This design comes from an exercise in tuning for small area on the open sky130 flow, not from production work.
Function was checked by simulation only, so behaviour that the tests miss may differ from the original.
Power figures rest on the tool's default switching activity, not on a simulated workload.

## oak
Design data_mem_256x8, start of the top module:
module data_mem_256x8 #(
    parameter int AW = 8,
    parameter int DW = 8
) (
    input  logic          CLK,
    input  logic          reset_i,
    input  logic [AW-1:0] DataAddress,
    input  logic          ReadMem,
    input  logic          WriteMem,
    input  logic [DW-1:0] DataIn,
    output logic [DW-1:0] DataOut
);
    logic [7:0] my_memory [0:255];
    logic        wr_en;
    logic [15:0] lo_n;            
    logic [15:0] hi_n;            
    logic [255:0] sel;
    assign wr_en = WriteMem & ~reset_i;
    always_comb begin
        for (int j = 0; j < 16; j++) begin
            lo_n[j] = ~(DataAddress[3:0] == j[3:0]);
            hi_n[j] = ~(DataAddress[7:4] == j[3:0]);
        end
    end
    logic [15:0] whi;
    for (genvar j = 0; j < 16; j++) begin : g_whi
        dm_and2 u_whi (.a(wr_en), .b(~hi_n[j]), .y(whi[j]));
    end
    always_ff @(posedge CLK) begin
        for (int j = 0; j < 16; j++) begin
            if (whi[j]) begin
                my_memory[{j[3:0], DataAddress[3:0]}] <= DataIn;
            end
        end
    end
    dm_nor2  u_sl0 (.a(lo_n[0]), .b(hi_n[0]), .y(sel[0]));
    dm_nor2  u_sl1 (.a(lo_n[1]), .b(hi_n[0]), .y(sel[1]));
    dm_nor2  u_sl2 (.a(lo_n[2]), .b(hi_n[0]), .y(sel[2]));
    dm_nor2  u_sl3 (.a(lo_n[3]), .b(hi_n[0]), .y(sel[3]));
  ...
==> flow/config.mk <==
export PLATFORM = sky130hd
export DESIGN_NAME = data_mem_256x8
export DESIGN_NICKNAME = data_mem_256x8
export VERILOG_FILES = /design/flow/design.v
export SDC_FILE = /design/flow/constraint.sdc
export NUM_CORES = 4
export LEC_CHECK = 0
export CAP_MARGIN = 10
export CORE_MARGIN = 2
export CORE_UTILIZATION = 80
export CTS_BUF_LIST = sky130_fd_sc_hd__clkbuf_4
export CTS_CLUSTER_DIAMETER = 40
export CTS_CLUSTER_SIZE = 10
export SLEW_MARGIN = 10
export SYNTH_HIERARCHICAL = 1
export SYNTH_MINIMUM_KEEP_SIZE = 0
==> flow/constraint.sdc <==
create_clock -name core_clock -period 10.0 [get_ports {CLK}]
set_input_delay 2.0000 -clock core_clock [delete_from_list [all_inputs] [get_ports {CLK}]]
set_output_delay 2.0000 -clock core_clock [all_outputs]
set_load 0.01 [all_outputs]
standard.sh (not shown) runs the stock make flow with config.mk's settings and CLKGATE_MAP_FILE= SYNTH_SCRIPT=/design/flow/synth_recipe.tcl, a recipe that flattens the netlist after the stock synthesis.
==> flow/flow/run.sh <==
#!/bin/bash
# The standard layout (standard.sh: the ORFS flow, unchanged synthesis), with three changes:
# clock tree synthesis without dummy loads, on small clock buffers and small sink clusters;
# the port buffers (one per input and output port, as in the standard flow) are buf_1; and
# after global routing, ORFS's power recovery (RECOVER_POWER) downsizes gates off the critical
# paths. All of ORFS's output goes to standard_flow.log here; each step's own log is under
# orfs/logs.
set -euo pipefail
bash standard.sh \
  "CTS_ARGS=-sink_clustering_enable -repair_clock_nets -dont_use_dummy_load -buf_list sky130_fd_sc_hd__clkbuf_4 -sink_clustering_size 10 -sink_clustering_max_diameter 40" \
  "BUFFER_PORTS_ARGS=-buffer_cell sky130_fd_sc_hd__buf_1" \
  RECOVER_POWER=100 \
  finish > standard_flow.log 2>&1
What the final checks of oak revealed, after a flow that finished every stage, was a layout that fails on capacitance limit, slew limit.
diff inputs: oak => pine
--- a/flow/design.v
+++ b/flow/design.v
@@ -1,16 +1,13 @@
 module dm_nor2 (input logic a, input logic b, output logic y);
     assign y = ~(a | b);
 endmodule
-module dm_and2 (input logic a, input logic b, output logic y);
-    assign y = a & b;
-endmodule
 module dm_nand2 (input logic a, input logic b, output logic y);
     assign y = ~(a & b);
 endmodule
 module dm_nand3 (input logic a, input logic b, input logic c, output logic y);
     assign y = ~(a & b & c);
 endmodule
 module dm_nand4 (input logic a, input logic b, input logic c, input logic d, output logic y);
     assign y = ~(a & b & c & d);
 endmodule
 module dm_oa31 (input logic a, input logic b, input logic c, input logic e, output logic y);
@@ -31,29 +28,35 @@
     input  logic          WriteMem,
     input  logic [DW-1:0] DataIn,
     output logic [DW-1:0] DataOut
 );
     logic [7:0] my_memory [0:255];
     logic        wr_en;
     logic [15:0] lo_n;            
     logic [15:0] hi_n;            
     logic [255:0] sel;
     assign wr_en = WriteMem & ~reset_i;
-    always_comb begin
-        for (int j = 0; j < 16; j++) begin
-            lo_n[j] = ~(DataAddress[3:0] == j[3:0]);
-            hi_n[j] = ~(DataAddress[7:4] == j[3:0]);
-        end
+    logic [7:0] a_n;
+    assign a_n = ~DataAddress;
+    for (genvar j = 0; j < 16; j++) begin : g_pre
+        dm_nand4 u_lo (.a(j[0] ? DataAddress[0] : a_n[0]), .b(j[1] ? DataAddress[1] : a_n[1]),
+                       .c(j[2] ? DataAddress[2] : a_n[2]), .d(j[3] ? DataAddress[3] : a_n[3]),
+                       .y(lo_n[j]));
+        dm_nand4 u_hi (.a(j[0] ? DataAddress[4] : a_n[4]), .b(j[1] ? DataAddress[5] : a_n[5]),
+                       .c(j[2] ? DataAddress[6] : a_n[6]), .d(j[3] ? DataAddress[7] : a_n[7]),
+                       .y(hi_n[j]));
     end
     logic [15:0] whi;
+    logic        wr_dis;
+    assign wr_dis = ~wr_en;
     for (genvar j = 0; j < 16; j++) begin : g_whi
-        dm_and2 u_whi (.a(wr_en), .b(~hi_n[j]), .y(whi[j]));
+        dm_nor2 u_whi (.a(wr_dis), .b(hi_n[j]), .y(whi[j]));
     end
     always_ff @(posedge CLK) begin
         for (int j = 0; j < 16; j++) begin
             if (whi[j]) begin
                 my_memory[{j[3:0], DataAddress[3:0]}] <= DataIn;
             end
         end
     end
     dm_nor2  u_sl0 (.a(lo_n[0]), .b(hi_n[0]), .y(sel[0]));
     dm_nor2  u_sl1 (.a(lo_n[1]), .b(hi_n[0]), .y(sel[1]));
## What came out
Between oak and pine, clock period minus worst slack is higher for oak, pine comes in under that. The final report for pine shows a completed flow and a layout that fails verification, specifically capacitance limit, slew limit. On routed wire length: between oak and pine, it ends up higher for oak. Against oak, pine reports a number of standard cells after synthesis that is lower. Met2 layer usage reported by global route: pine vs oak down 0.88 points. From oak to pine the numbers moved as follows: synthesized area went down, final cell count went down, non-clock buffer count went up. Summary — power dissipated in combinational cells, pine relative to oak: lower, by about 2%.

---

Setup of alpha:
Starting RTL as in the previous note.
export LEC_CHECK = 0
export CAP_MARGIN = 10
export CORE_MARGIN = 2
export CORE_UTILIZATION = 80
export CTS_BUF_LIST = sky130_fd_sc_hd__clkbuf_4
export CTS_CLUSTER_DIAMETER = 40
export CTS_CLUSTER_SIZE = 10
export SLEW_MARGIN = 10
export SYNTH_HIERARCHICAL = 1
export SYNTH_MINIMUM_KEEP_SIZE = 0
create_clock -name core_clock -period 10.0 [get_ports {CLK}]
==> flow/flow/run.sh <==
#!/bin/bash
# The standard layout (standard.sh: the ORFS flow, unchanged synthesis), with one change:
# clock tree synthesis without dummy loads, on small clock buffers and small sink clusters.
# All of ORFS's output goes to standard_flow.log here; each step's own log is under orfs/logs.
set -euo pipefail
bash standard.sh \
  "CTS_ARGS=-sink_clustering_enable -repair_clock_nets -dont_use_dummy_load -buf_list sky130_fd_sc_hd__clkbuf_4 -sink_clustering_size 10 -sink_clustering_max_diameter 40" \
  finish > standard_flow.log 2>&1
alpha went all the way through the flow, and no timing, DRC or antenna check failed.
Modified inputs, delta compared to alpha
--- a/flow/design.v
+++ b/flow/design.v
@@ -1,14 +1,11 @@
 module dm_nor2 (input logic a, input logic b, output logic y);
     assign y = ~(a | b);
 endmodule
-module dm_and2 (input logic a, input logic b, output logic y);
-    assign y = a & b;
-endmodule
 module dm_nand2 (input logic a, input logic b, output logic y);
     assign y = ~(a & b);
 endmodule
 module dm_nand3 (input logic a, input logic b, input logic c, output logic y);
     assign y = ~(a & b & c);
 endmodule
 module dm_nand4 (input logic a, input logic b, input logic c, input logic d, output logic y);
     assign y = ~(a & b & c & d);
@@ -39,25 +36,19 @@
     logic [255:0] sel;
     assign wr_en = WriteMem & ~reset_i;
     always_comb begin
         for (int j = 0; j < 16; j++) begin
             lo_n[j] = ~(DataAddress[3:0] == j[3:0]);
             hi_n[j] = ~(DataAddress[7:4] == j[3:0]);
         end
     end
-    logic [15:0] whi;
-    for (genvar j = 0; j < 16; j++) begin : g_whi
-        dm_and2 u_whi (.a(wr_en), .b(~hi_n[j]), .y(whi[j]));
-    end
     always_ff @(posedge CLK) begin
-        for (int j = 0; j < 16; j++) begin
-            if (whi[j]) begin
-                my_memory[{j[3:0], DataAddress[3:0]}] <= DataIn;
-            end
+        if (wr_en) begin
+            my_memory[DataAddress] <= DataIn;
         end
     end
     dm_nor2  u_sl0 (.a(lo_n[0]), .b(hi_n[0]), .y(sel[0]));
     dm_nor2  u_sl1 (.a(lo_n[1]), .b(hi_n[0]), .y(sel[1]));
     dm_nor2  u_sl2 (.a(lo_n[2]), .b(hi_n[0]), .y(sel[2]));
     dm_nor2  u_sl3 (.a(lo_n[3]), .b(hi_n[0]), .y(sel[3]));
     dm_nor2  u_sl4 (.a(lo_n[4]), .b(hi_n[0]), .y(sel[4]));
     dm_nor2  u_sl5 (.a(lo_n[5]), .b(hi_n[0]), .y(sel[5]));
[summary]
Compared with alpha, in delta gate count after technology mapping now sits lower, signed area change from the synthesized netlist to the final layout climbed 0.35 points, routing usage on met3 neither gained nor lost much, routed wire length lower.
alpha → delta: signal arrival time at the worst endpoint stayed essentially flat, critical path depth in cells fell by 2, via count fell by 823.
Per the comparison of delta with alpha, overall power consumption did not really move; total nets after synthesis went down; die area did not really move.

## what the ideal ports hide
No port has a modelled driver above. Below, the same layouts with a new extraction and two added sets of constraints.
Step 1 assumes that a clkbuf_16 drives the clock port and a buf_2 every other input.
Step 2 adds t to the input delays and takes it off the output delays; t is the mean of the earliest and latest rising clock arrival at the registers after step 1. Input paths then give back, and output paths get back, about the clock's delay inside the block.
a / b / c = ideal ports / drivers / drivers and shift; a / b = the first two.
run | t (ns) | slack for setup (ns) | slew at the worst register clock pin (ns) | worst slew at a driven data input, ns
oak | 1.241 | 0.786 / 0.648 / -0.016 | 0.11 / 0.11 | 0.13
pine | 1.222 | 1.138 / 1.058 / 0.081 | 0.12 / 0.12 | 0.10
alpha | 1.255 | 0.699 / 0.665 / 0.665 | 0.11 / 0.11 | 0.11
delta | 1.228 | 0.686 / 0.653 / 0.653 | 0.11 / 0.11 | 0.12
For pine, which loses most, drivers alone change the setup slack by -0.080 ns; drivers and shift together by -1.057 ns.
